What follows belongs to an exercise in optimizing a design on an open flow for small area; a production flow would make more cautious choices. At most, simulation tests tie the RTL to the original design; equivalence was not proved. The RTL of runs 2 and 4 was laid out without a check of its function. Power is estimated from default activity; no workload was simulated.

### flow/run.sh
#!/bin/bash
# synth_recipe.tcl (not shown) runs the flow's synth.tcl, then flattens the netlist and writes it again
# the make line also repeats each setting of config.mk as NAME=value (left out here)
make -C /OpenROAD-flow-scripts/flow DESIGN_CONFIG=/design/flow/config.mk WORK_HOME=/design/flow/orfs CLKGATE_MAP_FILE= SYNTH_SCRIPT=/design/flow/synth_recipe.tcl finish
### flow/config.mk
export PLATFORM = sky130hd
export DESIGN_NAME = muldiv_unit
export DESIGN_NICKNAME = muldiv_unit
export VERILOG_FILES = /design/flow/design.v
export SDC_FILE = /design/flow/constraint.sdc
export NUM_CORES = 4
export LEC_CHECK = 0
export ABC_AREA = 1
export CAP_MARGIN = 20
export CORE_MARGIN = 2
export CORE_UTILIZATION = 40
export SLEW_MARGIN = 20
### flow/constraint.sdc
create_clock -name core_clock -period 8.0 [get_ports {clk}]
set_input_delay 1.6000 -clock core_clock [delete_from_list [all_inputs] [get_ports {clk}]]
set_output_delay 1.6000 -clock core_clock [all_outputs]
set_load 0.01 [all_outputs]
### flow/design.v
`default_nettype none
package muldiv_pkg;
	typedef enum logic [1:0] {
		op_shl = 2'd0,
		op_mul = 2'd1,
		op_div = 2'd2,
		op_shr = 2'd3
	} md_op_e;
	typedef logic [16-1:0] md_word_t;
endpackage
`default_nettype wire
`default_nettype none
module operand_issue (
	input  logic                                   start,
	input  muldiv_pkg::md_op_e                     op,
	input  logic                                   signed_mode,
	input  logic [1:0]                             src1_sel,
	input  logic [1:0]                             src2_sel,
	input  muldiv_pkg::md_word_t [4-1:0]    src_regs,
	output logic                                   valid,
	output logic                                   is_div,
	output logic                                   cin,
	output logic                                   neg,
	output muldiv_pkg::md_word_t                   opa,
	output muldiv_pkg::md_word_t                   opq
);
	localparam int W = 16;
	muldiv_pkg::md_word_t x;
	muldiv_pkg::md_word_t y;
	muldiv_pkg::md_word_t pow2;
	muldiv_pkg::md_word_t xmag;
	logic sdiv;
	logic sx;
	logic sy;
	logic [W-1:0] low_nz;
	assign x = src_regs[src1_sel];
	assign y = src_regs[src2_sel];
	always_comb begin
		pow2 = '0;
		pow2[{1'b0, y[2:0]} + 4'd1] = 1'b1;
	end
	assign sdiv = signed_mode & (op == muldiv_pkg::op_div);
	assign sx = sdiv & x[W-1];
	assign sy = sdiv & y[W-1];
	assign low_nz[0] = 1'b0;
	for (genvar i = 1; i < W; i++) begin : g_nz
		assign low_nz[i] = |x[i-1:0];
	end
	assign xmag = sx ? (x ^ low_nz) : x;
	assign valid = start;
	assign is_div = op[1];
	assign cin = op[1] & ~sy;
	assign neg = sx ^ sy ? (y != '0) : 1'b0;
	always_comb begin
		case (op)
			muldiv_pkg::op_shl: begin
				opa = x;
				opq = pow2;
			end
			muldiv_pkg::op_mul: begin
				opa = x;
				opq = y;
			end
			muldiv_pkg::op_div: begin
				opa = sy ? y : ~y;
				opq = xmag;
			end
			default: begin
				opa = ~pow2;
				opq = x;
			end
		endcase
	end
endmodule
`default_nettype wire
`default_nettype none
module muldiv_step #(
	parameter int ROW = 0
) (
	input  logic                 is_div,
	input  logic                 cin,
	input  logic [ROW:0]         p_in,      
	input  muldiv_pkg::md_word_t opa,
	input  muldiv_pkg::md_word_t opq_in,
	output logic [ROW:0]         p_out,
	output muldiv_pkg::md_word_t opq_out
);
	localparam int W = 16;
	localparam int QB = W - 1 - ROW;
	logic t;
	logic [ROW:0] in1;
	logic [ROW:0] sum;
	logic [ROW+1:0] c;
	logic upper_ones;
	logic sel;
	assign t = opq_in[QB];
	if (ROW == 0) begin : g_in0
		assign in1 = is_div & t;
	end else begin : g_in
		assign in1 = {p_in[ROW:1], is_div & t};
	end
	if (ROW + 1 <= 4) begin : g_ripple
		assign c[0] = cin;
		for (genvar i = 0; i <= ROW; i++) begin : g_fa
			assign sum[i] = in1[i] ^ opa[i] ^ c[i];
			assign c[i+1] = (in1[i] & opa[i]) | (in1[i] & c[i]) | (opa[i] & c[i]);
		end
	end else begin : g_prefix
		localparam int N = ROW + 1;
		localparam int L = (N > 8) ? 4 : (N > 4) ? 3 : (N > 2) ? 2 : 1;
		logic [N-1:0] pp;
		logic [N-1:0] gg [0:L];
		logic [N-1:0] pr [0:L];
		assign pp = in1 ^ opa[ROW:0];
		always_comb begin
			gg[0] = in1 & opa[ROW:0];
			gg[0][0] = (in1[0] & opa[0]) | (pp[0] & cin);
			pr[0] = pp;
		end
		for (genvar l = 0; l < L; l++) begin : g_lvl
			for (genvar i = 0; i < N; i++) begin : g_node
				if (((i >> l) & 1) == 1) begin : g_comb
					localparam int K = ((i >> l) << l) - 1;
					assign gg[l+1][i] = gg[l][i] | (pr[l][i] & gg[l][K]);
					assign pr[l+1][i] = pr[l][i] & pr[l][K];
				end else begin : g_pass
					assign gg[l+1][i] = gg[l][i];
					assign pr[l+1][i] = pr[l][i];
				end
			end
		end
		assign c[0] = cin;
		assign c[N:1] = gg[L];
		assign sum = pp ^ c[ROW:0];
	end
	if (ROW == W - 1) begin : g_top
		assign upper_ones = 1'b1;
	end else begin : g_up
		assign upper_ones = &opa[W-1:ROW+1];
	end
	assign sel = is_div ? (c[ROW+1] & upper_ones) : t;
	assign p_out = sel ? sum : in1;
	always_comb begin
		opq_out = opq_in;
		opq_out[QB] = sel;
	end
endmodule
`default_nettype wire
`default_nettype none
module result_collect (
	input  logic                  clk,
	input  logic                  rst,
	input  logic                  valid,
	input  logic                  is_div,
	input  logic                  cin,
	input  logic                  neg,
	input  muldiv_pkg::md_word_t  opa,
	input  muldiv_pkg::md_word_t  prod,
	input  muldiv_pkg::md_word_t  quot,
	output muldiv_pkg::md_word_t  result,
	output logic                  done,
	output logic                  div_by_zero
);
	muldiv_pkg::md_word_t value_d;
	logic dbz;
	muldiv_pkg::md_word_t res_q;
	logic done_q;
	logic dbz_q;
	assign dbz = is_div & cin & (&opa);
	always_comb begin
		value_d = is_div ? quot : prod;
		if (neg) begin
			value_d = -value_d;
		end
	end
	always_ff @(posedge clk or posedge rst) begin
		if (rst) begin
			res_q <= '0;
			done_q <= 1'b0;
			dbz_q <= 1'b0;
		end else begin
			done_q <= valid;
			dbz_q <= valid & dbz;
			if (valid) begin
				res_q <= value_d;
			end
		end
	end
	assign result = res_q;
	assign done = done_q;
	assign div_by_zero = dbz_q;
endmodule
`default_nettype wire
`default_nettype none
module muldiv_unit (
	input  logic                                   clk,
	input  logic                                   rst,
	input  logic                                   start,
	input  muldiv_pkg::md_op_e                     op,
	input  logic                                   signed_mode,
	input  logic [1:0]                             src1_sel,
	input  logic [1:0]                             src2_sel,
	input  muldiv_pkg::md_word_t [4-1:0]    src_regs,
	output muldiv_pkg::md_word_t                   result,
	output logic                                   done,
	output logic                                   div_by_zero
);
	localparam int W = 16;
	localparam logic [W-1:0] CUT = 16'b0001001001001000;
	logic [W:0]   valid_s;
	logic [W:0]   is_div_s;
	logic [W:0]   cin_s;
	logic [W:0]   neg_s;
	muldiv_pkg::md_word_t p_s   [0:W];
	muldiv_pkg::md_word_t opa_s [0:W];
	muldiv_pkg::md_word_t opq_s [0:W];
	operand_issue i_operand_issue (
		.start       (start),
		.op          (op),
		.signed_mode (signed_mode),
		.src1_sel    (src1_sel),
		.src2_sel    (src2_sel),
		.src_regs    (src_regs),
		.valid       (valid_s[0]),
		.is_div      (is_div_s[0]),
		.cin         (cin_s[0]),
		.neg         (neg_s[0]),
		.opa         (opa_s[0]),
		.opq         (opq_s[0])
	);
	assign p_s[0] = '0;
	for (genvar j = 0; j < W; j++) begin : g_row
		logic [j:0] p_in;
		logic [j:0] p_out;
		muldiv_pkg::md_word_t p_d;
		muldiv_pkg::md_word_t opq_d;
		if (j == 0) begin : g_p0
			assign p_in = 1'b0;
		end else begin : g_p
			assign p_in = {p_s[j][j-1:0], 1'b0};
		end
		muldiv_step #(
			.ROW (j)
		) i_muldiv_step (
			.is_div  (is_div_s[j]),
			.cin     (cin_s[j]),
			.p_in    (p_in),
			.opa     (opa_s[j]),
			.opq_in  (opq_s[j]),
			.p_out   (p_out),
			.opq_out (opq_d)
		);
		always_comb begin
			p_d = '0;
			p_d[j:0] = p_out;
		end
		if (CUT[j]) begin : g_reg
			logic valid_q;
			logic is_div_q;
			logic cin_q;
			logic neg_q;
			logic [j:0] p_q;
			muldiv_pkg::md_word_t opa_q;
			muldiv_pkg::md_word_t opq_q;
			always_ff @(posedge clk or posedge rst) begin
				if (rst) begin
					valid_q <= 1'b0;
				end else begin
					valid_q <= valid_s[j];
				end
			end
			always_ff @(posedge clk) begin
				is_div_q <= is_div_s[j];
				cin_q <= cin_s[j];
				neg_q <= neg_s[j];
				p_q <= p_out;
				opa_q <= opa_s[j];
				opq_q <= opq_d;
			end
			assign valid_s[j+1] = valid_q;
			assign is_div_s[j+1] = is_div_q;
			assign cin_s[j+1] = cin_q;
			assign neg_s[j+1] = neg_q;
			always_comb begin
				p_s[j+1] = '0;
				p_s[j+1][j:0] = p_q;
			end
			assign opa_s[j+1] = opa_q;
			assign opq_s[j+1] = opq_q;
		end else begin : g_wire
			assign valid_s[j+1] = valid_s[j];
			assign is_div_s[j+1] = is_div_s[j];
			assign cin_s[j+1] = cin_s[j];
			assign neg_s[j+1] = neg_s[j];
			assign p_s[j+1] = p_d;
			assign opa_s[j+1] = opa_s[j];
			assign opq_s[j+1] = opq_d;
		end
	end
	result_collect i_result_collect (
		.clk         (clk),
		.rst         (rst),
		.valid       (valid_s[W]),
		.is_div      (is_div_s[W]),
		.cin         (cin_s[W]),
		.neg         (neg_s[W]),
		.opa         (opa_s[W]),
		.prod        (p_s[W]),
		.quot        (opq_s[W]),
		.result      (result),
		.done        (done),
		.div_by_zero (div_by_zero)
	);
endmodule
`default_nettype wire
==> results of run 1 <==
==> power by group through the flow <==
stage               registers (mW)  clock network, mW  logic [mW]
detailed placement            1.35                  0        3.42
global route                  1.35              0.899        4.00
global placement              1.35                  0        3.33
finish                        1.32              0.837        3.46
CTS                           1.33              0.859        3.44
floorplan                     1.30                  0        2.60
==> critical path: cells and delay by family <==
| kind | cells | cell delay [ns] |
|---|---|---|
| and+or+nand+nor | 26 | 2.16 |
| adders and majority gates | 6 | 1.93 |
| buffers and inverters | 10 | 1.37 |
| AOI/OAI and AO/OA | 5 | 0.73 |
==> per-layer routing <==
metal	share of wire [%]	GRT usage, %
met2	51	39.43
met3	3.6	2.419
met5	0	0
met4	3.9	10.16
met1	42	25.08
==> how the worst max path moves through the flow <==
stage,to,slack (ns)
finish,g_row[3].g_reg.p_q[3],0.52
global route,g_row[12].g_reg.p_q[5],-0.03
CTS,g_row[12].g_reg.p_q[5],0.02
detailed placement,g_row[3].g_reg.p_q[3],-0.13
global placement,g_row[3].g_reg.p_q[3],0.07
floorplan,g_row[3].g_reg.p_q[3],0.64
==> registers in the layout, summed over array words and instances, names as in the netlist <==
| register | cells |
|---|---|
| g_row.g_reg.cin_q | 4 |
| g_row.g_reg.is_div_q | 4 |
| g_row.g_reg.neg_q | 4 |
| g_row.g_reg.opa_q | 64 |
| g_row.g_reg.opq_q | 64 |
| g_row.g_reg.p_q | 34 |
| g_row.g_reg.valid_q | 4 |
| i_result_collect.dbz_q | 1 |
| i_result_collect.done_q | 1 |
| i_result_collect.res_q | 16 |
==> logic make-up (layout without fill, tap and decap cells) <==
logic type	after synthesis	in the layout
muxes	3	3
xor gates and xnor gates	68	68
AOI/OAI and AO/OA	268	268
and+or+nand+nor	936	936
buffers and inverters	298	434
adders and majority gates	170	170
DFF	196	196
==> through the flow <==
| stage | TNS (ns) | cells |
|---|---|---|
| after floorplan | 0 | 1939 |
| after CTS | 0 | 2530 |
| after global routing | -0.08675 | 2536 |
| after detailed placement | -0.3318 | 2498 |
| final | 0 | 2536 |
| after global placement | 0 | 2498 |
==> layout make-up <==
cell class                      instances  area share, %
Clock buffer                           17          2.569
Multi-Input combinational cell       1445          54.11
Inverter                              239          5.517
Sequential cell                       196          24.36
Timing Repair Buffer                  162          8.932
Tap cell                              461          3.484
Timing Repair inverter                  1        0.04534
Clock inverter                         15         0.9824
==> timing repair <==
item	CTS	global route
hold buffers	0	0
resized for setup	0	29
endpoints found under the setup margin	0	35
setup buffers	0	5
==> cells in the final DEF (no fill, tap or decap), types with 10 or more instances in the layout <==
master,instances
nand2_1,588
inv_1,221
nand3_1,181
dfxtp_1,174
o21ai_0,107
ha_1,105
clkdlybuf4s50_1,90
buf_4,67
a21oi_1,65
fa_1,62
nor2_1,55
xor2_1,34
xnor2_1,34
nand2_2,24
o21ai_1,23
dfrtp_1,22
clkbuf_16,17
nand4_1,15
or2_2,14
inv_2,11
a21o_1,10
and2_1,10
==> summary.txt, run 1 <==
status=complete, no violations; Top cell by count, worst path=nand2_1; initial drt markers=703; clock sinks=196; fmax=133.8 MHz; syn avg cell area=7.342 um^2; ratio of cells with drive above 1 in the final layout=10.07%; fin util=46.89%; min-delay src=g_row[9].g_reg.opq_q[10]; Port Buffers=91; worst hold path type=flip-flop to flip-flop; gr usage total=21.59%; Synth Area in Adders=18.32%; YS warnings=1023; xor-xnor portion of the synthesized cell area=4.184%; Synth Area in Simple Gates=28.77%; Initial Utilization=40.32%; Clk pwr share=14.9%; largest net degree at the start of global routing=35; DP HPWL=32360 um; min Tclk post-route=7.476 ns; WS Path Type=input pin to flip-flop; first-pass GRT wire length=62730 um; FP Rows=69; worst-margin pin slew=0.8585 ns; P_int=3.004 mW; area delta synth->final=16.30%; Logic pwr share=61.6%; die area=37120 um^2; Pleak=8.218 nW; Hold WS=0.3262 ns; setup violators final=0; die width=192.7 um; CTS Buffer Depth=2; power per cell area=339.4 nW/um^2; Reg power frac=23.5%; Reg clk slew, reported paths=0.07 ns; nets=2306; most numerous cell in the Yosys netlist=nand2_1; Synth top cells by count=nand2_1 (588), inv_1 (223), nand3_1 (183), dfxtp_1 (174), o21ai_0 (113); CP Launch Point=src2_sel[0]; FF/Latch Area=4034 um^2; ys flop type=dfxtp_1; Antenna diodes=0; Final Hold Fails=0; Startpoint Class=input pin; crit end category=flip-flop; Hold Path Sink=g_row[12].g_reg.opq_q[10]; Post-DRT Antenna Nets=0; Synth Area in Compound Gates=10.98%; period utilisation layout=93.45%; Worst Clk Skew=0.009994 ns; I/O Pins=92; Slowest cell on crit path=clkdlybuf4s50_1; FF-to-FF Start=g_row[12].g_reg.cin_q; clock root buffer=clkbuf_16; CTS tree=done; Psw=2.616 mW; Vias=12.84k; vias in the first global route=12.63k; Relative slew margins=42.70%; Post-Route WL=39260 um; Placeable Area=35310 um^2; post-synthesis mux area share=0.2109%; Switching Fraction=46.55%; fin area=16560 um^2; CTS Buf Count=17; area of the multi-input gates=8959 um^2; CP Data Required Time=8.34 ns; post-synthesis net count=2183; FFs w/ async S/R, synth=11.22%; Cell Area, Placed=15850 um^2; share of the synthesized area in the top cell type=24.47%; critical path data arrival time=7.81 ns; Final Max Slew Viols=0; DR WL/cell=15.48 um; Die H=192.7 um; reg2reg end=i_result_collect.res_q[13]; RePlAce Congestion=0.9384; Power Total=5.620 mW; Fill cells=3545; Overflow after GRT=0; Synth Cell Area=14240 um^2; largest family of logic cells by synthesized area=simple AND/OR/NAND/NOR gates; Setup WS pre-CTS=-0.1284 ns; ranking of synthesized cells by area=dfxtp_1 (24%), nand2_1 (16%), ha_1 (9.3%); #FFs+latches synth=196; worst hold path stage count=0; Worst path max stage delay=0.50 ns; Pre-Repair DR Iteration Count=5; sequential share of the synthesized area=28.34%; DRC violations left=0; setup ws final=0.5237 ns; Netlist cell types=66; Vias/cell=5.061; worst reg-to-reg path cell count=48; cells after synthesis=1939; Peak VDD IR=0.2328 mV; number of synthesized flops with an enable pin=0; H-Tree Depth=4; R2R Setup Slk=0.68 ns; CP Max Fanout=34; # Max-Cap Violations=0; initial antenna violation count=0; clock insertion delay at the later pin of the skew report=0.44 ns; Yosys top cell by area=dfxtp_1
==> run 2: changes to the inputs <==
--- a/flow/design.v
+++ b/flow/design.v
@@ -108,5 +108,5 @@
 	end else begin : g_prefix
 		localparam int N = ROW + 1;
-		localparam int L = (N > 8) ? 4 : (N > 4) ? 3 : (N > 2) ? 2 : 1;
+		localparam int L = $clog2(N);
 		logic [N-1:0] pp;
 		logic [N-1:0] gg [0:L];
==> summary.txt, run 2 <==
status=complete, no violations; Startpoint Class=input pin; Die H=192.7 um (unchanged); Reg clk slew, reported paths=0.07 ns (about the same); Reg power frac=23.5% (about the same); final std cells w/o fill=2536 (unchanged); Logic pwr share=61.6% (about the same); ys flop type=dfxtp_1; CTS Buf Count=17 (unchanged); Vias/cell=5.061 (unchanged); I/O Pins=92 (unchanged); vias in the first global route=12.63k (unchanged); # hold bufs at CTS=0 (unchanged); Vias=12.84k (unchanged); Pleak=8.218 nW (unchanged); worst hold path type=flip-flop to flip-flop; P_int=3.004 mW (unchanged); H-Tree Depth=4 (unchanged); initial drt markers=703 (unchanged); post-synthesis net count=2183 (unchanged); Top cell by count, worst path=nand2_1; sequential share of the synthesized area=28.34% (unchanged); clock insertion delay at the later pin of the skew report=0.44 ns (about the same); most numerous cell in the Yosys netlist=nand2_1; worst-margin pin slew=0.8585 ns (unchanged); Clk pwr share=14.9% (about the same); Post-Route WL=39260 um (unchanged); Synth top cells by count=nand2_1 (588), inv_1 (223), nand3_1 (183), dfxtp_1 (174), o21ai_0 (113); Initial Utilization=40.32% (unchanged); initial antenna violation count=0 (unchanged); fin util=46.89% (unchanged); R2R Setup Slk=0.68 ns (about the same); min Tclk post-route=7.476 ns (unchanged); clock root buffer=clkbuf_16; Pre-Repair DR Iteration Count=5 (unchanged); Final Max Slew Viols=0 (unchanged); Antenna diodes=0 (unchanged); critical path data arrival time=7.81 ns (about the same); nets=2306 (unchanged); Cell Area, Placed=15850 um^2 (unchanged); worst reg-to-reg path cell count=48 (unchanged); Peak VDD IR=0.2328 mV (unchanged); reg2reg end=i_result_collect.res_q[13]; fin area=16560 um^2 (unchanged); Power Total=5.620 mW (unchanged); Yosys top cell by area=dfxtp_1; CP Data Required Time=8.34 ns (about the same); cells after synthesis=1939 (unchanged); die area=37120 um^2 (unchanged); Synth Cell Area=14240 um^2 (unchanged); WS Path Type=input pin to flip-flop; crit end category=flip-flop; area delta synth->final=16.30% (unchanged); Post-DRT Antenna Nets=0 (unchanged); Netlist cell types=66 (unchanged); clock sinks=196 (unchanged); top flop regs=g_row.g_reg.opa_q x64, g_row.g_reg.opq_q x64, g_row.g_reg.p_q x34; Overflow after GRT=0 (unchanged); Worst Clk Skew=0.009994 ns (unchanged); first-pass GRT wire length=62730 um (unchanged); period utilisation layout=93.45% (unchanged); largest net degree at the start of global routing=35 (unchanged); Psw=2.616 mW (unchanged); power per cell area=339.4 nW/um^2 (unchanged); #FFs+latches synth=196 (unchanged); Worst path max stage delay=0.50 ns (about the same); CTS Buffer Depth=2 (unchanged); DP HPWL=32360 um (unchanged); most common cell after layout, fill and taps aside=nand2_1; Switching Fraction=46.55% (unchanged); # Max-Cap Violations=0 (unchanged); setup violators final=0 (unchanged); gr usage total=21.59% (unchanged); Placeable Area=35310 um^2 (unchanged); share of the synthesized area in the top cell type=24.47% (unchanged); CP Max Fanout=34 (unchanged); fmax=133.8 MHz (unchanged); setup ws final=0.5237 ns (unchanged); Setup WS pre-CTS=-0.1284 ns (unchanged); ranking of synthesized cells by area=dfxtp_1 (24%), nand2_1 (16%), ha_1 (9.3%); CTS tree=done; syn avg cell area=7.342 um^2 (unchanged); worst hold path stage count=0 (unchanged); DRC violations left=0 (unchanged); Relative slew margins=42.70% (unchanged); FF-to-FF Start=g_row[12].g_reg.cin_q; RePlAce Congestion=0.9384 (unchanged); YS warnings=1023 (unchanged); ratio of cells with drive above 1 in the final layout=10.07% (unchanged); Slowest cell on crit path=clkdlybuf4s50_1; number of synthesized flops with an enable pin=0 (unchanged); Hold Path Sink=g_row[12].g_reg.opq_q[10]; DR WL/cell=15.48 um (unchanged); Final Hold Fails=0 (unchanged); DP Cell Count=2498 (unchanged); FFs w/ async S/R, synth=11.22% (unchanged); die width=192.7 um (unchanged); FP Rows=69 (unchanged); most frequent cells in the layout=nand2_1 (588), inv_1 (221), nand3_1 (181); Port Buffers=91 (unchanged); min-delay src=g_row[9].g_reg.opq_q[10]
==> run 2: cell type report <==
class | count | area, um^2
fill | 3545 | 18750
multi-input combinational | 1445 | 8959
sequential | 196 | 4034
timing repair buffer | 162 | 1479
inverter | 239 | 913.4
tap | 461 | 576.8
clock buffer | 17 | 425.4
clock inverter | 15 | 162.7
timing repair inverter | 1 | 7.507
==> run 2: metrics by stage <==
stage,hold slack (ns),TNS [ns]
finish,0.3262,0
CTS,0.3270,0
global placement,0.3101,0
detailed placement,0.3121,-0.3318
floorplan,0.3096,0
global route,0.3330,-0.08675
==> run 2: what timing repair did <==
action	in CTS	in global routing
buffers inserted	0	5
endpoints found under the setup margin	0	35
resized for setup	0	29
==> run 2: how the worst max path moves through the flow <==
stage	slack, ns	cells after the start	to	startpoint
final	0.52	47	g_row[3].g_reg.p_q[3]	src2_sel[0]
after floorplan	0.64	42	g_row[3].g_reg.p_q[3]	src1_sel[0]
after global routing	-0.03	54	g_row[12].g_reg.p_q[5]	g_row[9].g_reg.opq_q[5]
after detailed placement	-0.13	47	g_row[3].g_reg.p_q[3]	src1_sel[0]
after global placement	0.07	47	g_row[3].g_reg.p_q[3]	src2_sel[0]
after CTS	0.02	53	g_row[12].g_reg.p_q[5]	g_row[9].g_reg.opq_q[5]
==> run 2: power by group through the flow <==
stage,Combinational [mW],Sequential (mW),Clock [mW]
finish,3.46,1.32,0.837
detailed placement,3.42,1.35,0
floorplan,2.60,1.30,0
global route,4.00,1.35,0.899
CTS,3.44,1.33,0.859
global placement,3.33,1.35,0
==> run 2: cells by family (layout without fill, tap and decap cells) <==
group	after synthesis	count (layout)	synth area share (%)
adders and majority gates	170	170	18.32
xor gates and xnor gates	68	68	4.184
DFF	196	196	28.34
buffers and inverters	298	434	9.211
muxes	3	3	0.2109
and+or+nand+nor	936	936	28.77
AOI/OAI and AO/OA	268	268	10.98
==> run 2: routing by layer <==
layer	track usage (%)	share of wire, %	wire length [um]	vias to the layer above
met4	10.16	3.9	1526	0
met2	39.43	51	19930	327
met1	25.08	42	16400	5922
li1	-	-	-	6499
met3	2.419	3.6	1410	87
met5	0	0	0	-
==> run 2: critical path, delay by kind of cell <==
kind                       cells  cell delay (ns)
buffers and inverters         10             1.37
AOI/OAI and AO/OA              5             0.73
adders and majority gates      6             1.93
and+or+nand+nor               26             2.16
==> run 3: changes to the inputs <==
--- a/flow/design.v
+++ b/flow/design.v
@@ -108,5 +108,5 @@
 	end else begin : g_prefix
 		localparam int N = ROW + 1;
-		localparam int L = $clog2(N);
+		localparam int L = (N > 8) ? 4 : (N > 4) ? 3 : (N > 2) ? 2 : 1;
 		logic [N-1:0] pp;
 		logic [N-1:0] gg [0:L];
--- a/flow/config.mk
+++ b/flow/config.mk
@@ -10,3 +10,4 @@
 export CORE_MARGIN = 2
 export CORE_UTILIZATION = 40
+export CTS_BUF_LIST = sky130_fd_sc_hd__clkbuf_8
 export SLEW_MARGIN = 20
==> summary.txt, run 3 <==
Vias=12.80k (-0.26%); Final Hold Fails=0 (unchanged); CP Data Required Time=8.38 ns (+0.04 ns); status=complete, no violations; clock sinks=196 (unchanged); Initial Utilization=40.32% (unchanged); clock insertion delay at the later pin of the skew report=0.48 ns (+0.04 ns); Top cell by count, worst path=nand2_1; Synth Cell Area=14240 um^2 (unchanged); FFs w/ async S/R, synth=11.22% (unchanged); setup ws final=0.5632 ns (+0.03949 ns); period utilisation layout=92.96% (-0.49 points); #FFs+latches synth=196 (unchanged); die area=37120 um^2 (unchanged); Worst path max stage delay=0.50 ns (about the same); Worst Clk Skew=0.01795 ns (+0.007961 ns); FP Rows=69 (unchanged); Synth top cells by count=nand2_1 (588), inv_1 (223), nand3_1 (183), dfxtp_1 (174), o21ai_0 (113); # hold bufs at CTS=0 (unchanged); DRC violations left=0 (unchanged); Port Buffers=91 (unchanged); WS Path Type=input pin to flip-flop; Final Max Slew Viols=0 (unchanged); RSZ-0062 raised after global routing=false; CTS Buffer Depth=2 (unchanged); power per cell area=330.4 nW/um^2 (-2.7%); worst-margin pin slew=0.8565 ns (-0.002025 ns); Post-DRT Antenna Nets=0 (unchanged); worst hold path type=flip-flop to flip-flop; post-synthesis net count=2183 (unchanged); R2R Setup Slk=0.65 ns (-0.03 ns); Relative slew margins=42.84% (+0.14 points); Power Total=5.395 mW (-4.0%); share of the synthesized area in the top cell type=24.47% (unchanged); final std cells w/o fill=2533 (-0.12%); most frequent cells in the layout=nand2_1 (588), inv_1 (221), nand3_1 (182); Overflow after GRT=0 (unchanged); Netlist cell types=66 (unchanged); Die H=192.7 um (unchanged); Pre-Repair DR Iteration Count=5 (unchanged); Peak VDD IR=0.2313 mV (-0.64%); Setup TNS=0 ns (unchanged); # Max-Cap Violations=0 (unchanged); Post-Route WL=39100 um (-0.42%); ys flop type=dfxtp_1; initial antenna violation count=0 (unchanged); Setup WS pre-CTS=-0.1284 ns (unchanged); fin util=46.24% (-0.65 points); syn avg cell area=7.342 um^2 (unchanged); DP HPWL=32360 um (unchanged); gr usage total=21.53% (-0.063 points); sequential share of the synthesized area=28.34% (unchanged); Fill cells=3575 (+0.85%); initial drt markers=678 (-3.6%); die width=192.7 um (unchanged); largest net degree at the start of global routing=35 (unchanged); first-pass GRT wire length=62540 um (-0.30%); most common cell after layout, fill and taps aside=nand2_1; vias in the first global route=12.62k (-0.15%); RePlAce Congestion=0.9384 (unchanged); ranking of synthesized cells by area=dfxtp_1 (24%), nand2_1 (16%), ha_1 (9.3%); min Tclk post-route=7.437 ns (-0.03949 ns); number of synthesized flops with an enable pin=0 (unchanged); most numerous cell in the Yosys netlist=nand2_1; Placeable Area=35310 um^2 (unchanged); Psw=2.580 mW (-1.4%); YS warnings=1023 (unchanged); Pleak=8.120 nW (-1.2%); DR WL/cell=15.43 um (-0.30%); CTS Buf Count=17 (unchanged); Logic pwr share=63.8% (+2.2 points); Startpoint Class=input pin; critical path data arrival time=7.82 ns (about the same); top flop regs=g_row.g_reg.opa_q x64, g_row.g_reg.opq_q x64, g_row.g_reg.p_q x34; Antenna diodes=0 (unchanged); area delta synth->final=14.70%; ratio of cells with drive above 1 in the final layout=9.846% (-0.23 points); Reg clk slew, reported paths=0.10 ns (+0.03 ns); CP Max Fanout=34 (unchanged); cells after synthesis=1939 (unchanged); fmax=134.5 MHz (+0.53%); Clk pwr share=11.7% (-3.2 points); Slowest cell on crit path=clkdlybuf4s50_1; Yosys top cell by area=dfxtp_1; nets=2303 (-0.13%); Switching Fraction=47.82% (+1.3 points); clock root buffer=clkbuf_8; CTS tree=done; P_int=2.815 mW (-6.3%); Vias/cell=5.054 (-0.15%); I/O Pins=92 (unchanged); Reg power frac=24.5% (+1.0 points); setup violators final=0 (unchanged); H-Tree Depth=4 (unchanged); DP Cell Count=2498 (unchanged); crit end category=flip-flop
run 3: cell counts after synthesis:
No cell type changed its count.
run 3: final timing paths:
path	start	endpoint	cells past startpoint
worst max-delay path	src2_sel[0]	g_row[3].g_reg.p_q[3]	47
worst min-delay path	g_row[9].g_reg.opq_q[10]	g_row[12].g_reg.opq_q[10]	0
worst max register to register	g_row[12].g_reg.cin_q	i_result_collect.res_q[13]	46
worst min register to register	g_row[9].g_reg.opq_q[10]	g_row[12].g_reg.opq_q[10]	0
max in group asynchronous	rst	i_result_collect.res_q[15]	2
min in group asynchronous	rst	i_result_collect.done_q	2
run 3: power groups by stage:
stage / Clock [mW] / Sequential (mW) / Combinational [mW]
floorplan: 0 / 1.30 / 2.60
global placement: 0 / 1.35 / 3.33
detailed placement: 0 / 1.35 / 3.42
CTS: 0.646 / 1.33 / 3.44
global route: 0.687 / 1.35 / 3.99
finish: 0.629 / 1.32 / 3.44
run 3: what timing repair did:
| item | 4_1_cts | 5_1_grt |
|---|---|---|
| endpoints found under the setup margin | 0 | 37 |
| setup buffers | 0 | 3 |
| resized for setup | 0 | 24 |
run 3: logic make-up (layout without fill, tap and decap cells):
family | after synthesis | after routing | share of synthesized area (%)
and+or+nand+nor | 936 | 936 | 28.77
AOI/OAI and AO/OA | 268 | 268 | 10.98
xor gates and xnor gates | 68 | 68 | 4.184
adders and majority gates | 170 | 170 | 18.32
buffers and inverters | 298 | 431 | 9.211
muxes | 3 | 3 | 0.2109
DFF | 196 | 196 | 28.34
run 3: critical path, delay by kind of cell:
kind,cells,cell delay [ns]
buf+inv,10,1.36
fa+ha+maj,6,1.93
simple gates,26,2.15
compound gates,5,0.74
run 3: through the flow:
| step | hold WS (ns) | cell area [um^2] |
|---|---|---|
| 2_1_floorplan | 0.3096 | 14240 |
| 3_3_place_gp | 0.3101 | 15850 |
| 3_5_place_dp | 0.3121 | 15850 |
| 4_1_cts | 0.3313 | 16240 |
| 5_1_grt | 0.3416 | 16330 |
| 6_report | 0.3294 | 16330 |
run 3: cell type report:
cell class	instances	area, um^2	share of cell area, %
tap	461	576.8	3.533
clock buffer	17	234.0	1.433
clock inverter	15	162.7	0.9962
timing repair buffer	160	1460	8.943
multi-input combinational	1445	8946	54.79
sequential	196	4035	24.71
inverter	239	913.4	5.594
run 3: per-layer routing:
layer	share of wire [%]	routed length (um)	global-route usage (%)	vias to the layer above
met5	0	0	0	-
met4	4.2	1643	10.57	0
met3	3.8	1484	2.510	95
met2	50	19570	38.93	321
met1	42	16400	25.09	5906
li1	-	-	-	6479
==> run 4: changes to the inputs <==
--- a/flow/design.v
+++ b/flow/design.v
@@ -167,14 +167,11 @@
 	logic done_q;
 	logic dbz_q;
+	logic neg_q;
 	assign dbz = is_div & cin & (&opa);
-	always_comb begin
-		value_d = is_div ? quot : prod;
-		if (neg) begin
-			value_d = -value_d;
-		end
-	end
+	assign value_d = is_div ? quot : prod;
 	always_ff @(posedge clk or posedge rst) begin
 		if (rst) begin
 			res_q <= '0;
+			neg_q <= 1'b0;
 			done_q <= 1'b0;
 			dbz_q <= 1'b0;
@@ -184,8 +181,9 @@
 			if (valid) begin
 				res_q <= value_d;
+				neg_q <= neg;
 			end
 		end
 	end
-	assign result = res_q;
+	assign result = neg_q ? -res_q : res_q;
 	assign done = done_q;
 	assign div_by_zero = dbz_q;
@@ -207,5 +205,5 @@
 );
 	localparam int W = 16;
-	localparam logic [W-1:0] CUT = 16'b0001001001001000;
+	localparam logic [W-1:0] CUT = 16'b0000100010001000;
 	logic [W:0]   valid_s;
 	logic [W:0]   is_div_s;
--- a/flow/config.mk
+++ b/flow/config.mk
@@ -10,4 +10,3 @@
 export CORE_MARGIN = 2
 export CORE_UTILIZATION = 40
-export CTS_BUF_LIST = sky130_fd_sc_hd__clkbuf_8
 export SLEW_MARGIN = 20
==> summary.txt, run 4 <==
status=complete, no violations; Cell Area, Placed=17450 um^2 (+10%); Antenna diodes=0 (unchanged); Initial Utilization=40.86% (+0.54 points); cells after synthesis=1925 (-0.72%); top flop regs=g_row.g_reg.opa_q x48, g_row.g_reg.opq_q x48, g_row.g_reg.p_q x24; largest net degree at the start of global routing=29 (-17%); routed wl met3=1523 um (+2.6%); Post-Route WL=43080 um (+10%); Startpoint Class=flip-flop; met2 WL post-DR=22500 um (+15%); DP HPWL=34650 um (+7.1%); CP Data Required Time=8.38 ns (about the same); number of cells on the critical path=63 (+34%); Vias/cell=5.014 (-0.78%); # hold bufs at CTS=0 (unchanged); worst reg-to-reg path cell count=63 (+37%); fin area=19240 um^2 (+18%); fmax=129.5 MHz (-3.7%); FF/Latch Area=3139 um^2 (-22%); ranking of synthesized cells by area=dfxtp_1 (19%), nand2_1 (17%), fa_1 (9.9%); DR WL/cell=15.10 um (-2.2%); Worst path max stage delay=0.38 ns (-0.12 ns); nets=2643 (+15%); worst-margin pin slew=0.8081 ns (-0.04841 ns); most numerous cell in the Yosys netlist=nand2_1; syn avg cell area=6.941 um^2 (-5.5%); die area=34880 um^2 (-6.0%); initial antenna violation count=0 (unchanged); area of the multi-input gates=9809 um^2 (+9.7%); WS Path Type=flip-flop to flip-flop; RSZ-0062 raised after global routing=true; Setup TNS=0 ns (unchanged); Relative slew margins=46.07% (+3.2 points); reg2reg end=g_row[11].g_reg.p_q[8]; crit end category=flip-flop; Worst Clk Skew=0.01129 ns (-0.006664 ns); Synth Cell Area=13360 um^2 (-6.1%); DRC violations left=0 (unchanged); number of synthesized flops with an enable pin=0 (unchanged); critical path buffer and inverter count=8 (-2); Fill cells=3002 (-16%); Post-DRT Antenna Nets=0 (unchanged); clock sinks=151 (-23%); Pleak=9.856 nW (+21%); share of the synthesized area in the top cell type=19.33% (-5.1 points); M1 WL=17570 um (+7.1%); critical path data arrival time=8.10 ns (+0.28 ns); RePlAce Congestion=0.9260 (-1.3%); ratio of cells with drive above 1 in the final layout=29.03% (+19 points); Final Max Slew Viols=0 (unchanged); Netlist cell types=59 (-11%); min Tclk post-route=7.719 ns (+0.2825 ns); most frequent cells in the layout=nand2_1 (533), buf_4 (390), inv_1 (210); first-pass GRT wire length=68230 um (+9.1%); clock insertion delay at the later pin of the skew report=0.44 ns (-0.04 ns); ys flop type=dfxtp_1; Final Hold Fails=0 (unchanged); clock root buffer=clkbuf_16; FF-to-FF Start=g_row[7].g_reg.cin_q; CTS Buf Count=17 (unchanged); sequential share of the synthesized area=23.45% (-4.9 points); Peak VDD IR=0.2524 mV (+9.1%); Top delay family on crit path=simple AND/OR/NAND/NOR gates; Port Buffers=91 (unchanged); Reg clk slew, reported paths=0.07 ns (-0.03 ns); H-Tree Depth=4 (unchanged); CTS Buffer Depth=2 (unchanged); I/O Pins=92 (unchanged); period utilisation layout=96.49% (+3.5 points); setup violators final=0 (unchanged); Die H=186.8 um (-3.1%); Pre-Repair DR Iteration Count=7 (+2); Synth top cells by count=nand2_1 (593), inv_1 (217), nand3_1 (190), dfxtp_1 (129), nor2_1 (111); power per cell area=376.9 nW/um^2 (+14%); post-synthesis net count=2170 (-0.60%); worst hold path stage count=0 (unchanged); Power Total=7.251 mW (+34%); initial drt markers=779 (+15%); Slowest cell on crit path=fa_2; die width=186.8 um (-3.1%); min-delay src=g_row[3].g_reg.neg_q; gr usage total=23.92% (+2.4 points); setup ws final=0.2807 ns (-0.2825 ns); CTS tree=done; Overflow after GRT=0 (unchanged); vias in the first global route=14.21k (+13%); Placeable Area=32700 um^2 (-7.4%); most common cell after layout, fill and taps aside=nand2_1; worst hold path type=flip-flop to flip-flop; Top cell by count, worst path=nand2_2; FP Rows=66 (-4.3%); Hold WS=0.3278 ns (-0.001623 ns); Setup WS pre-CTS=-0.4924 ns (-0.3641 ns); Hold Path Sink=g_row[7].g_reg.neg_q; YS warnings=1025 (+0.20%); Vias=14.31k (+12%); R2R Setup Slk=0.28 ns (-0.37 ns); top sig layer=met4; #FFs+latches synth=151 (-23%); Yosys top cell by area=dfxtp_1; CP Max Fanout=7 (-79%); area delta synth->final=43.99%; FFs w/ async S/R, synth=14.57% (+3.3 points); # Max-Cap Violations=0 (unchanged)
==> run 4: cell types whose count changed after synthesis, sizes merged, moves of 6 or more <==
cell	before	now
nand3	190	198
o21ai	133	92
a21oi	72	82
nand2	619	602
xnor2	34	28
a22oi	6	0
nor2	67	119
dfxtp	174	129
nand4	15	26
xor2	34	40
nor3	4	15
==> run 4: worst max-delay path by stage <==
stage                             from                   endpoint
3_3_place_gp               src1_sel[0]      g_row[3].g_reg.p_q[2]
2_1_floorplan  g_row[7].g_reg.is_div_q     g_row[11].g_reg.p_q[8]
5_1_grt           g_row[7].g_reg.cin_q     g_row[11].g_reg.p_q[0]
3_5_place_dp               src1_sel[0]      g_row[3].g_reg.p_q[2]
6_report          g_row[7].g_reg.cin_q     g_row[11].g_reg.p_q[8]
4_1_cts          g_row[11].g_reg.cin_q  i_result_collect.res_q[9]
==> run 4: timing repair <==
action | 4_1_cts | 5_1_grt
endpoints found under the setup margin | 30 | 43
gates cloned | 0 | 7
gates resized for setup | 31 | 222
pin swaps | 7 | 108
setup buffers | 4 | 31
==> run 4: kinds of logic (layout without fill, tap and decap cells) <==
| kind of cell | Yosys count | count (layout) | synth area share [%] |
|---|---|---|---|
| AOI/OAI and AO/OA | 234 | 234 | 10.15 |
| and+or+nand+nor | 1009 | 1009 | 32.94 |
| DFF | 151 | 151 | 23.45 |
| xor gates and xnor gates | 68 | 68 | 4.457 |
| buffers and inverters | 291 | 777 | 9.205 |
| adders and majority gates | 171 | 171 | 19.72 |
| muxes | 1 | 1 | 0.07492 |
==> run 4: worst reg2reg max path: cells and delay by family (launching register included) <==
family	cells	cell delay [ns]
buffers and inverters	8	0.76
adders and majority gates	6	1.91
DFF	1	0.33
AOI/OAI and AO/OA	12	1.48
and+or+nand+nor	37	3.19
==> run 4: metrics by stage <==
stage	instances	util (%)
floorplan	1925	-
global placement	2780	53.37
detailed placement	2780	53.37
CTS	2816	55.65
global route	2853	58.83
finish	2853	58.83
==> run 4: report_power, final <==
part           internal [mW]  switching [mW]
Clock                  0.454           0.371
Combinational           2.65            2.73
Sequential             0.905           0.139
Total                   4.01            3.24
==> run 4: layout make-up <==
| cell class | count | area share, % |
|---|---|---|
| clock buffer | 17 | 2.211 |
| sequential | 151 | 16.32 |
| inverter | 236 | 4.689 |
| clock inverter | 15 | 1.028 |
| tap | 442 | 2.874 |
| timing repair buffer | 509 | 21.90 |
| multi-input combinational | 1483 | 50.99 |
==> run 4: per-layer routing <==
metal | vias to the layer above | GRT usage [%]
met5 | - | 0
met4 | 0 | 9.310
met3 | 95 | 2.483
met2 | 351 | 44.91
met1 | 6687 | 27.73
li1 | 7173 | -
==> run 5: changes to the inputs <==
--- a/flow/design.v
+++ b/flow/design.v
@@ -29,8 +29,9 @@
 	muldiv_pkg::md_word_t y;
 	muldiv_pkg::md_word_t pow2;
-	muldiv_pkg::md_word_t xmag;
 	logic sdiv;
 	logic sx;
 	logic sy;
+	logic use_y;
+	logic inv;
 	logic [W-1:0] low_nz;
 	assign x = src_regs[src1_sel];
@@ -47,29 +48,12 @@
 		assign low_nz[i] = |x[i-1:0];
 	end
-	assign xmag = sx ? (x ^ low_nz) : x;
 	assign valid = start;
 	assign is_div = op[1];
 	assign cin = op[1] & ~sy;
-	assign neg = sx ^ sy ? (y != '0) : 1'b0;
-	always_comb begin
-		case (op)
-			muldiv_pkg::op_shl: begin
-				opa = x;
-				opq = pow2;
-			end
-			muldiv_pkg::op_mul: begin
-				opa = x;
-				opq = y;
-			end
-			muldiv_pkg::op_div: begin
-				opa = sy ? y : ~y;
-				opq = xmag;
-			end
-			default: begin
-				opa = ~pow2;
-				opq = x;
-			end
-		endcase
-	end
+	assign neg = sx ^ sy;
+	assign use_y = op[0] ^ op[1];
+	assign inv = op[1] & ~sy;
+	assign opa = {W{inv}} ^ (use_y ? y : pow2);
+	assign opq = x ^ (low_nz & {W{sx}});
 endmodule
 `default_nettype wire
@@ -181,5 +165,5 @@
 			if (valid) begin
 				res_q <= value_d;
-				neg_q <= neg;
+				neg_q <= neg & ~dbz;
 			end
 		end
@@ -205,5 +189,5 @@
 );
 	localparam int W = 16;
-	localparam logic [W-1:0] CUT = 16'b0000100010001000;
+	localparam logic [W-1:0] CUT = 16'b0001001001001000;
 	logic [W:0]   valid_s;
 	logic [W:0]   is_div_s;
==> summary.txt, run 5 <==
largest net degree at the start of global routing=44 (+52%); most frequent cells in the layout=nand2_1 (552), inv_1 (200), dfxtp_1 (174); CTS Buf Count=17 (unchanged); fin util=46.92% (-12 points); # hold bufs at CTS=0 (unchanged); Startpoint Class=input pin; FP Rows=67 (+1.5%); Setup TNS=0 ns (unchanged); Port Buffers=91 (unchanged); H-Tree Depth=4 (unchanged); period utilisation layout=91.40% (-5.1 points); sequential share of the synthesized area=29.50% (+6.1 points); syn avg cell area=7.456 um^2 (+7.4%); fmax=136.8 MHz (+5.6%); post-synthesis net count=2083 (-4.0%); critical path buffer and inverter count=7 (-1); die area=35890 um^2 (+2.9%); setup violators final=0 (unchanged); gr usage total=20.78% (-3.1 points); Placeable Area=33700 um^2 (+3.1%); Relative slew margins=39.77% (-6.3 points); Die H=189.5 um (+1.4%); status=complete, no violations; area delta synth->final=14.93%; number of synthesized flops with an enable pin=0 (unchanged); DRC violations left=0 (unchanged); I/O Pins=92 (unchanged); CTS tree=done; first-pass GRT wire length=59400 um (-13%); RePlAce Congestion=0.8968 (-3.2%); Netlist cell types=63 (+6.8%); Final Hold Fails=0 (unchanged); Overflow after GRT=0 (unchanged); Synth Cell Area=13760 um^2 (+3.0%); Vias/cell=4.922 (-1.8%); min Tclk post-route=7.312 ns (-0.4075 ns); ratio of cells with drive above 1 in the final layout=7.523% (-22 points); DP HPWL=29730 um (-14%); crit end category=flip-flop; cells after synthesis=1845 (-4.2%); Final Max Slew Viols=0 (unchanged); Post-DRT Antenna Nets=0 (unchanged); share of the synthesized area in the top cell type=25.32% (+6.0 points); Pleak=7.839 nW (-20%); Peak VDD IR=0.1728 mV (-32%); critical path data arrival time=7.71 ns (-0.39 ns); die width=189.5 um (+1.4%); Setup WS pre-CTS=0.07740 ns (+0.5698 ns); CP Max Fanout=43 (+36); RSZ-0062 raised after global routing=false; clock root buffer=clkbuf_16; Worst Clk Skew=0.02073 ns (+0.009436 ns); Initial Utilization=40.82% (about the same); most common cell after layout, fill and taps aside=nand2_1; post_cts resized=0 (-100%); initial antenna violation count=1 (+1); most numerous cell in the Yosys netlist=nand2_1; worst-margin pin slew=0.9024 ns (+0.09430 ns); Post-Route WL=35770 um (-17%); DR WL/cell=14.89 um (-1.4%); # Max-Cap Violations=0 (unchanged); Synth top cells by count=nand2_1 (552), inv_1 (200), dfxtp_1 (174), nand3_1 (150), ha_1 (103); #FFs+latches synth=197 (+30%); Worst path max stage delay=0.50 ns (+0.12 ns); clock sinks=197 (+30%); Fill cells=3368 (+12%); initial drt markers=559 (-28%); setup ws final=0.6882 ns (+0.4075 ns); Antenna diodes=0 (unchanged); top flop regs=g_row.g_reg.opa_q x64, g_row.g_reg.opq_q x64, g_row.g_reg.p_q x34; power per cell area=328.2 nW/um^2 (-13%); Reg clk slew, reported paths=0.09 ns (+0.02 ns); Top delay family on crit path=simple AND/OR/NAND/NOR gates; YS warnings=1023 (-0.20%); worst hold path type=flip-flop to flip-flop; nets=2179 (-18%); Slowest cell on crit path=clkdlybuf4s50_1; FFs w/ async S/R, synth=11.68% (-2.9 points); ranking of synthesized cells by area=dfxtp_1 (25%), nand2_1 (15%), ha_1 (9.4%); Vias=11.82k (-17%); Power Total=5.189 mW (-28%); Top cell by count, worst path=nand2_1; Hold WS=0.3290 ns (+0.001180 ns); vias in the first global route=11.74k (-17%); WS Path Type=input pin to flip-flop; clock insertion delay at the later pin of the skew report=0.45 ns (about the same); CTS Buffer Depth=2 (unchanged); Pre-Repair DR Iteration Count=5 (-2); buffer count from post-CTS setup fixing=0 (-4); Yosys top cell by area=dfxtp_1; ys flop type=dfxtp_1; CP Data Required Time=8.40 ns (+0.02 ns)
run 5: cell types whose count changed after synthesis, sizes merged, moves of 14 or more:
cell and delta:
dfxtp +45, nand3 -43, nand2 -25, nor2 -21, inv -20, xnor2 +18
nand4 -14
run 5: cells by family after synthesis:
family | share of synthesized area, %
AOI/OAI and AO/OA | 9.814
xor gates and xnor gates | 5.412
adders and majority gates | 18.24
buffers and inverters | 8.413
DFF | 29.50
muxes | 0.2911
and+or+nand+nor | 28.32
run 5: power by group:
part | total (mW) | internal (mW) | switching [mW]
Clock | 0.871 | 0.433 | 0.439
Sequential | 1.38 | 1.18 | 0.200
Combinational | 2.94 | 1.28 | 1.66
Total | 5.19 | 2.89 | 2.30
run 5: final cells by class:
type	instances	area (um^2)	share of cell area (%)
clock inverter	15	190.2	1.203
clock buffer	17	425.4	2.691
sequential	197	4059	25.67
tap	448	560.5	3.545
timing repair buffer	127	1209	7.644
inverter	217	823.3	5.207
multi-input combinational	1381	8544	54.04
run 5: worst paths after layout:
path	startpoint	to	slack, ns	cells after the start
max in group asynchronous	rst	g_row[9].g_reg.valid_q	5.80	2
worst max register to register	g_row[6].g_reg.is_div_q	g_row[9].g_reg.p_q[5]	0.70	43
worst min register to register	g_row[9].g_reg.opq_q[11]	g_row[12].g_reg.opq_q[11]	0.33	0
worst max-delay path	src1_sel[0]	g_row[3].g_reg.p_q[3]	0.69	40
worst min-delay path	g_row[9].g_reg.opq_q[11]	g_row[12].g_reg.opq_q[11]	0.33	0
min in group asynchronous	rst	i_result_collect.dbz_q	1.64	2
run 5: layer usage:
layer | vias to the layer above | GRT usage (%) | routed length, um
met3 | 52 | 2.743 | 1134
met5 | - | 0 | 13
li1 | 6119 | - | -
met1 | 5422 | 25.12 | 15780
met2 | 228 | 38.32 | 18000
met4 | 2 | 6.023 | 835
run 5: stage by stage:
step,instances,area (um^2)
after floorplan,1845,13760
after global placement,2370,15190
after detailed placement,2370,15190
after CTS,2402,15810
after global routing,2402,15810
final,2402,15810
==> run 6: changes to the inputs <==
==> flow/flow/run.sh (new file) <==
#!/bin/bash
# Standard ORFS layout with smaller port buffers and a clock tree without dummy loads.
set -euo pipefail
cd "$(dirname "$0")/.."
export BUFFER_PORTS_ARGS="-buffer_cell sky130_fd_sc_hd__buf_1"
export CTS_ARGS="-sink_clustering_enable -repair_clock_nets -buf_list sky130_fd_sc_hd__clkbuf_8 -sink_clustering_size 12 -sink_clustering_max_diameter 50 -dont_use_dummy_load"
bash standard.sh synth > synth.log 2>&1
bash standard.sh > layout.log 2>&1
==> flow/standard.sh (new file) <==
#!/bin/bash
# synth_recipe.tcl (not shown) runs the flow's synth.tcl, then flattens the netlist and writes it again
# the make line also repeats each setting of config.mk as NAME=value (left out here)
make -C /OpenROAD-flow-scripts/flow DESIGN_CONFIG=/design/flow/config.mk WORK_HOME=/design/flow/orfs CLKGATE_MAP_FILE= SYNTH_SCRIPT=/design/flow/synth_recipe.tcl "${@:-finish}"
removed: flow/run.sh
==> summary.txt, run 6 <==
status=complete, no violations; Top cell by count, worst path=nand2_1; Synth Area in Compound Gates=9.814% (unchanged); CTS tree=done; DP Cell Count=2352 (-0.76%); Synth Area in Adders=18.24% (unchanged); setup violators final=0 (unchanged); fmax=137.3 MHz (+0.37%); Worst Clk Skew=0.04072 ns (+0.01999 ns); final std cells w/o fill=2374 (-1.2%); Post-DRT Antenna Nets=0 (unchanged); cells after synthesis=1845 (unchanged); min-delay src=g_row[9].g_reg.opq_q[14]; RSZ-0062 raised after global routing=false; Reg clk slew, reported paths=0.08 ns (about the same); #FFs+latches synth=197 (unchanged); DR WL/cell=15.37 um (+3.2%); Synth Cell Area=13760 um^2 (unchanged); crit end category=flip-flop; FFs w/ async S/R, synth=11.68% (unchanged); gr usage total=20.86% (+0.078 points); Synth top cells by count=nand2_1 (552), inv_1 (200), dfxtp_1 (174), nand3_1 (150), ha_1 (103); worst hold path stage count=0 (unchanged); RePlAce Congestion=0.9261 (+3.3%); nets=2166 (-0.60%); first-pass GRT wire length=59400 um (unchanged); xor-xnor portion of the synthesized cell area=5.412% (unchanged); critical path data arrival time=7.65 ns (-0.06 ns); initial antenna violation count=0 (-1); Initial Utilization=40.82% (unchanged); post-synthesis net count=2083 (unchanged); Hold Path Sink=g_row[12].g_reg.opq_q[14]; Worst path max stage delay=0.52 ns (+0.02 ns); Port Buffers=91 (unchanged); post-synthesis mux area share=0.2910% (unchanged); period utilisation layout=91.06% (-0.34 points); Yosys top cell by area=dfxtp_1; R2R Setup Slk=0.72 ns (+0.02 ns); # Max-Cap Violations=0 (unchanged); Antenna diodes=0 (unchanged); power per cell area=319.3 nW/um^2 (-2.7%); Die H=189.5 um (unchanged); reg2reg end=g_row[9].g_reg.p_q[5]; DP HPWL=29830 um (+0.34%); Vias/cell=4.994 (+1.5%); Placeable Area=33700 um^2 (unchanged); ratio of cells with drive above 1 in the final layout=6.594% (-0.93 points); worst reg-to-reg path cell count=44 (+2.3%); YS warnings=1023 (unchanged); top flop regs=g_row.g_reg.opa_q x64, g_row.g_reg.opq_q x64, g_row.g_reg.p_q x34; Netlist cell types=63 (unchanged); Overflow after GRT=0 (unchanged); most frequent cells in the layout=nand2_1 (551), inv_1 (198), dfxtp_1 (174); Final Hold Fails=0 (unchanged); FF-to-FF Start=g_row[6].g_reg.is_div_q; most common cell after layout, fill and taps aside=nand2_1; Pleak=7.341 nW (-6.3%); ranking of synthesized cells by area=dfxtp_1 (25%), nand2_1 (15%), ha_1 (9.4%); FP Rows=67 (unchanged); Fill cells=3503 (+4.0%); vias in the first global route=11.69k (-0.47%); Peak VDD IR=0.1325 mV (-23%); syn avg cell area=7.456 um^2 (unchanged); clock insertion delay at the later pin of the skew report=0.47 ns (+0.02 ns); WS Path Type=flip-flop to flip-flop; Pre-Repair DR Iteration Count=5 (unchanged); Startpoint Class=flip-flop; Final Max Slew Viols=0 (unchanged); number of synthesized flops with an enable pin=0 (unchanged); die area=35890 um^2 (unchanged); Vias=11.86k (+0.27%); ys flop type=dfxtp_1; largest family of logic cells by synthesized area=simple AND/OR/NAND/NOR gates; worst-margin pin slew=0.8800 ns (-0.02244 ns); CTS Buffer Depth=2 (unchanged); initial drt markers=649 (+16%); Relative slew margins=41.27% (+1.5 points); die width=189.5 um (unchanged); clock root buffer=clkbuf_8; area delta synth->final=7.494%; CP Data Required Time=8.36 ns (-0.04 ns); H-Tree Depth=4 (unchanged); # hold bufs at CTS=0 (unchanged); sequential share of the synthesized area=29.50% (unchanged); Synth Area in Simple Gates=28.32% (unchanged); Post-Route WL=36480 um (+2.0%); CTS Buf Count=17 (unchanged); share of the synthesized area in the top cell type=25.32% (unchanged); DRC violations left=0 (unchanged); Setup TNS=0 ns (unchanged); Slowest cell on crit path=dfxtp_1; most numerous cell in the Yosys netlist=nand2_1; largest net degree at the start of global routing=33 (-25%); I/O Pins=92 (unchanged); worst hold path type=flip-flop to flip-flop; CP Max Fanout=12 (-72%); clock sinks=197 (unchanged); min Tclk post-route=7.285 ns (-0.02725 ns)
## run 6: timing repair
action | in CTS | in global routing
resized for setup | 0 | 15
endpoints found under the setup margin | 0 | 35
buffers inserted | 0 | 5
## run 6: area by class of cell
class                      count  area [um^2]  area share, %
multi-input combinational   1381         8578          58.01
sequential                   197         4059          27.45
inverter                     217        829.5          5.610
tap                          448        560.5          3.791
timing repair buffer         114        526.8          3.562
clock buffer                  17        234.0          1.582
## run 6: worst max-delay path, delay by kind of cell, from the launching register on
family	cells	cell delay, ns
buffers and inverters	6	0.87
adder cells (fa/ha/maj)	5	1.73
AND/OR/NAND/NOR	23	2.19
AO/OA/AOI/OAI	10	1.89
flip-flops	1	0.52
## run 6: logic make-up (layout without fill, tap and decap cells)
group	after synthesis	in the layout
compound gates	233	233
buf+inv	267	348
flops	197	197
fa+ha+maj	164	164
xor+xnor	85	85
simple gates	895	895
mux	4	4
## run 6: per-stage QoR
stage	setup WS (ns)	power [mW]	instance area [um^2]	hold WS [ns]	utilization (%)
floorplan	1.195	3.551	13760	0.3096	-
global placement	0.1809	4.166	14470	0.3115	42.95
detailed placement	0.08195	4.237	14470	0.3121	42.95
CTS	0.05998	4.731	14710	0.3144	43.64
global route	0.009688	5.252	14790	0.3131	43.88
finish	0.7154	4.721	14790	0.3157	43.88
## run 6: how the worst max path moves through the flow
stage	startpoint	end	cells after the start
floorplan	op[0]	g_row[3].g_reg.p_q[3]	39
global placement	g_row[9].g_reg.is_div_q	g_row[12].g_reg.p_q[8]	47
detailed placement	g_row[9].g_reg.is_div_q	g_row[12].g_reg.p_q[0]	46
CTS	g_row[9].g_reg.is_div_q	g_row[12].g_reg.p_q[0]	46
global route	g_row[9].g_reg.is_div_q	g_row[12].g_reg.p_q[9]	47
finish	g_row[6].g_reg.is_div_q	g_row[9].g_reg.p_q[5]	44
## run 6: layer usage
layer | track usage [%] | up-vias | part of all wire, %
met2 | 37.12 | 302 | 49
met4 | 7.812 | 0 | 3.5
met5 | 0 | - | 0
li1 | - | 6050 | -
met3 | 2.743 | 63 | 4.4
met1 | 25.63 | 5440 | 44
## run 6: power breakdown
| part | switching, mW | total (mW) | internal (mW) |
|---|---|---|---|
| combinational | 1.69 | 2.85 | 1.17 |
| clock | 0.294 | 0.482 | 0.188 |
| sequential | 0.208 | 1.39 | 1.18 |
| total | 2.19 | 4.72 | 2.53 |
==> run 7: changes to the inputs <==
==> flow/flow/run.sh (replaced) <==
#!/bin/bash
# Standard ORFS layout with smaller port buffers and a clock tree without dummy loads.
set -euo pipefail
cd "$(dirname "$0")/.."
export BUFFER_PORTS_ARGS="-buffer_cell sky130_fd_sc_hd__buf_1"
export CTS_ARGS="-sink_clustering_enable -repair_clock_nets -buf_list sky130_fd_sc_hd__clkbuf_8 -sink_clustering_size 12 -sink_buffer_max_cap_derate 0.7 -dont_use_dummy_load"
bash standard.sh synth > synth.log 2>&1
bash standard.sh > layout.log 2>&1
==> summary.txt, run 7 <==
YS warnings=1023 (unchanged); power per cell area=319.3 nW/um^2 (unchanged); Netlist cell types=63 (unchanged); syn avg cell area=7.456 um^2 (unchanged); Setup TNS=0 ns (unchanged); min Tclk post-route=7.285 ns (unchanged); FFs w/ async S/R, synth=11.68% (unchanged); Pleak=7.341 nW (unchanged); FF/Latch Area=4059 um^2 (unchanged); post-synthesis mux area share=0.2910% (unchanged); fin area=14790 um^2 (unchanged); initial antenna violation count=0 (unchanged); DP Cell Count=2352 (unchanged); most numerous cell in the Yosys netlist=nand2_1; CP Max Fanout=12 (unchanged); DR WL/cell=15.37 um (unchanged); period utilisation layout=91.06% (unchanged); Worst Clk Skew=0.04072 ns (unchanged); ratio of cells with drive above 1 in the final layout=6.594% (unchanged); Port Buffers=91 (unchanged); worst-margin pin slew=0.8800 ns (unchanged); critical path data arrival time=7.65 ns (about the same); die area=35890 um^2 (unchanged); Setup WS pre-CTS=0.08195 ns (unchanged); Overflow after GRT=0 (unchanged); area delta synth->final=7.494% (unchanged); nets=2166 (unchanged); DP HPWL=29830 um (unchanged); #FFs+latches synth=197 (unchanged); RSZ-0062 raised after global routing=false; Initial Utilization=40.82% (unchanged); cells after synthesis=1845 (unchanged); # hold bufs at CTS=0 (unchanged); final std cells w/o fill=2374 (unchanged); H-Tree Depth=4 (unchanged); setup violators final=0 (unchanged); setup ws final=0.7154 ns (unchanged); largest family of logic cells by synthesized area=simple AND/OR/NAND/NOR gates; met2 WL post-DR=17730 um (unchanged); M1 WL=15890 um (unchanged); Cell Area, Placed=14470 um^2 (unchanged); Startpoint Class=flip-flop; fmax=137.3 MHz (unchanged); CTS tree=done; Synth Area in Simple Gates=28.32% (unchanged); Synth Cell Area=13760 um^2 (unchanged); Reg clk slew, reported paths=0.08 ns (about the same); gr usage total=20.86% (unchanged); xor-xnor portion of the synthesized cell area=5.412% (unchanged); RePlAce Congestion=0.9261 (unchanged); most frequent cells in the layout=nand2_1 (551), inv_1 (198), dfxtp_1 (174); CTS Buf Count=17 (unchanged); Post-Route WL=36480 um (unchanged); top sig layer=met4; WS Path Type=flip-flop to flip-flop; post-synthesis net count=2083 (unchanged); Synth Area in Adders=18.24% (unchanged); Relative slew margins=41.27% (unchanged); CTS Buffer Depth=2 (unchanged); FP Rows=67 (unchanged); Slowest cell on crit path=dfxtp_1; worst hold path type=flip-flop to flip-flop; I/O Pins=92 (unchanged); number of synthesized flops with an enable pin=0 (unchanged); area of the multi-input gates=8578 um^2 (unchanged); Top cell by count, worst path=nand2_1; clock root buffer=clkbuf_8; vias in the first global route=11.69k (unchanged); initial drt markers=649 (unchanged); sequential share of the synthesized area=29.50% (unchanged); ranking of synthesized cells by area=dfxtp_1 (25%), nand2_1 (15%), ha_1 (9.4%); Placeable Area=33700 um^2 (unchanged); clock insertion delay at the later pin of the skew report=0.47 ns (about the same); fin util=43.88% (unchanged); Final Max Slew Viols=0 (unchanged); die width=189.5 um (unchanged); clock sinks=197 (unchanged); first-pass GRT wire length=59400 um (unchanged); Pre-Repair DR Iteration Count=5 (unchanged); routed wl met3=1587 um (unchanged); Synth top cells by count=nand2_1 (552), inv_1 (200), dfxtp_1 (174), nand3_1 (150), ha_1 (103); Synth Area in Compound Gates=9.814% (unchanged); crit end category=flip-flop; CP Data Required Time=8.36 ns (about the same); Worst path max stage delay=0.52 ns (about the same); largest net degree at the start of global routing=33 (unchanged); Final Hold Fails=0 (unchanged); share of the synthesized area in the top cell type=25.32% (unchanged); Peak VDD IR=0.1325 mV (unchanged); Die H=189.5 um (unchanged); most common cell after layout, fill and taps aside=nand2_1; Vias/cell=4.994 (unchanged); # Max-Cap Violations=0 (unchanged); Yosys top cell by area=dfxtp_1; ys flop type=dfxtp_1; status=complete, no violations; top flop regs=g_row.g_reg.opa_q x64, g_row.g_reg.opq_q x64, g_row.g_reg.p_q x34; DRC violations left=0 (unchanged); Fill cells=3503 (unchanged); Vias=11.86k (unchanged); Post-DRT Antenna Nets=0 (unchanged); Antenna diodes=0 (unchanged)
-- run 7: logic make-up (layout without fill, tap and decap cells) --
family / after synthesis / count (layout)
simple gates: 895 / 895
buf+inv: 267 / 348
compound gates: 233 / 233
flops: 197 / 197
fa+ha+maj: 164 / 164
xor+xnor: 85 / 85
mux: 4 / 4
-- run 7: final timing paths --
kind | slack, ns | start | end | cells after the start
min | 0.32 | g_row[9].g_reg.opq_q[14] | g_row[12].g_reg.opq_q[14] | 0
max | 0.72 | g_row[6].g_reg.is_div_q | g_row[9].g_reg.p_q[5] | 44
max reg2reg | 0.72 | g_row[6].g_reg.is_div_q | g_row[9].g_reg.p_q[5] | 44
min in group asynchronous | 1.27 | rst | i_result_collect.done_q | 2
min reg2reg | 0.32 | g_row[9].g_reg.opq_q[14] | g_row[12].g_reg.opq_q[14] | 0
max in group asynchronous | 6.15 | rst | g_row[3].g_reg.valid_q | 2
-- run 7: repair_timing --
item	4_1_cts	5_1_grt
setup endpoints to repair	0	35
resized for setup	0	15
buffers inserted	0	5
-- run 7: critical path: cells and delay by family, from the launching register on --
family / cells / cell delay [ns]
simple gates: 23 / 2.19
compound gates: 10 / 1.89
fa+ha+maj: 5 / 1.73
buf+inv: 6 / 0.87
flops: 1 / 0.52
-- run 7: where the power goes --
group,leakage [nW],internal (mW),total [mW],switching (mW)
Sequential,1.75,1.18,1.39,0.208
Clock,0.122,0.188,0.482,0.294
Combinational,5.47,1.17,2.85,1.69
Total,7.34,2.53,4.72,2.19
-- run 7: layer usage --
layer  GRT usage (%)  vias to the layer above
met5               0                        -
met4           7.812                        0
met3           2.743                       63
met2           37.12                      302
met1           25.63                     5440
li1                -                     6050
-- run 7: stage by stage --
| step | power, mW | hold slack (ns) |
|---|---|---|
| finish | 4.721 | 0.3157 |
| global route | 5.252 | 0.3131 |
| CTS | 4.731 | 0.3144 |
| detailed placement | 4.237 | 0.3121 |
| global placement | 4.166 | 0.3115 |
| floorplan | 3.551 | 0.3096 |
-- run 7: final cells by class --
| type | instances | share of cell area [%] |
|---|---|---|
| Clock buffer | 17 | 1.582 |
| Sequential cell | 197 | 27.45 |
| Multi-Input combinational cell | 1381 | 58.01 |
| Inverter | 217 | 5.610 |
| Timing Repair Buffer | 114 | 3.562 |
| Tap cell | 448 | 3.791 |

-- what the ideal ports hide --
The results above use ideal ports. As a check the final layouts listed here were re-extracted and re-timed, cells and wires unchanged.
Step 1 (the two cells are an assumption about what drives the block):
set clk [get_ports {clk}]
set_driving_cell -lib_cell sky130_fd_sc_hd__clkbuf_16 $clk
set_driving_cell -lib_cell sky130_fd_sc_hd__buf_2 [delete_from_list [all_inputs] $clk]
Step 2 adds t to the input delays and takes it off the output delays; t is the mean of the earliest and latest rising clock arrival at the registers after step 1. Input paths then give back, and output paths get back, about the clock's delay inside the block.
a / b / c = no drivers / after step 1 / after step 2; a / b = the first two.
run | t (ns) | slack for setup (ns) | hold slack, ns | latest minus earliest clock arrival (ns)
run 1 | 0.482 | 0.524 / 0.547 / 0.065 | 0.326 / 0.326 / 0.326 | 0.011 / 0.010
run 2 | 0.482 | 0.524 / 0.547 / 0.065 | 0.326 / 0.326 / 0.326 | 0.011 / 0.010
run 3 | 0.519 | 0.563 / 0.586 / 0.067 | 0.329 / 0.329 / 0.329 | 0.018 / 0.018
run 4 | 0.477 | 0.281 / 0.281 / 0.037 | 0.328 / 0.328 / 0.328 | 0.011 / 0.012
run 5 | 0.492 | 0.688 / 0.702 / 0.219 | 0.329 / 0.329 / 0.329 | 0.021 / 0.020
run 6 | 0.492 | 0.715 / 0.715 / 0.312 | 0.316 / 0.316 / 0.316 | 0.049 / 0.049
run 7 | 0.492 | 0.715 / 0.715 / 0.312 | 0.316 / 0.316 / 0.316 | 0.049 / 0.049
After both steps setup and hold are still met in every run listed. The setup slack of run 3, which loses most, moves by +0.023 ns with the drivers and by -0.496 ns with both steps.
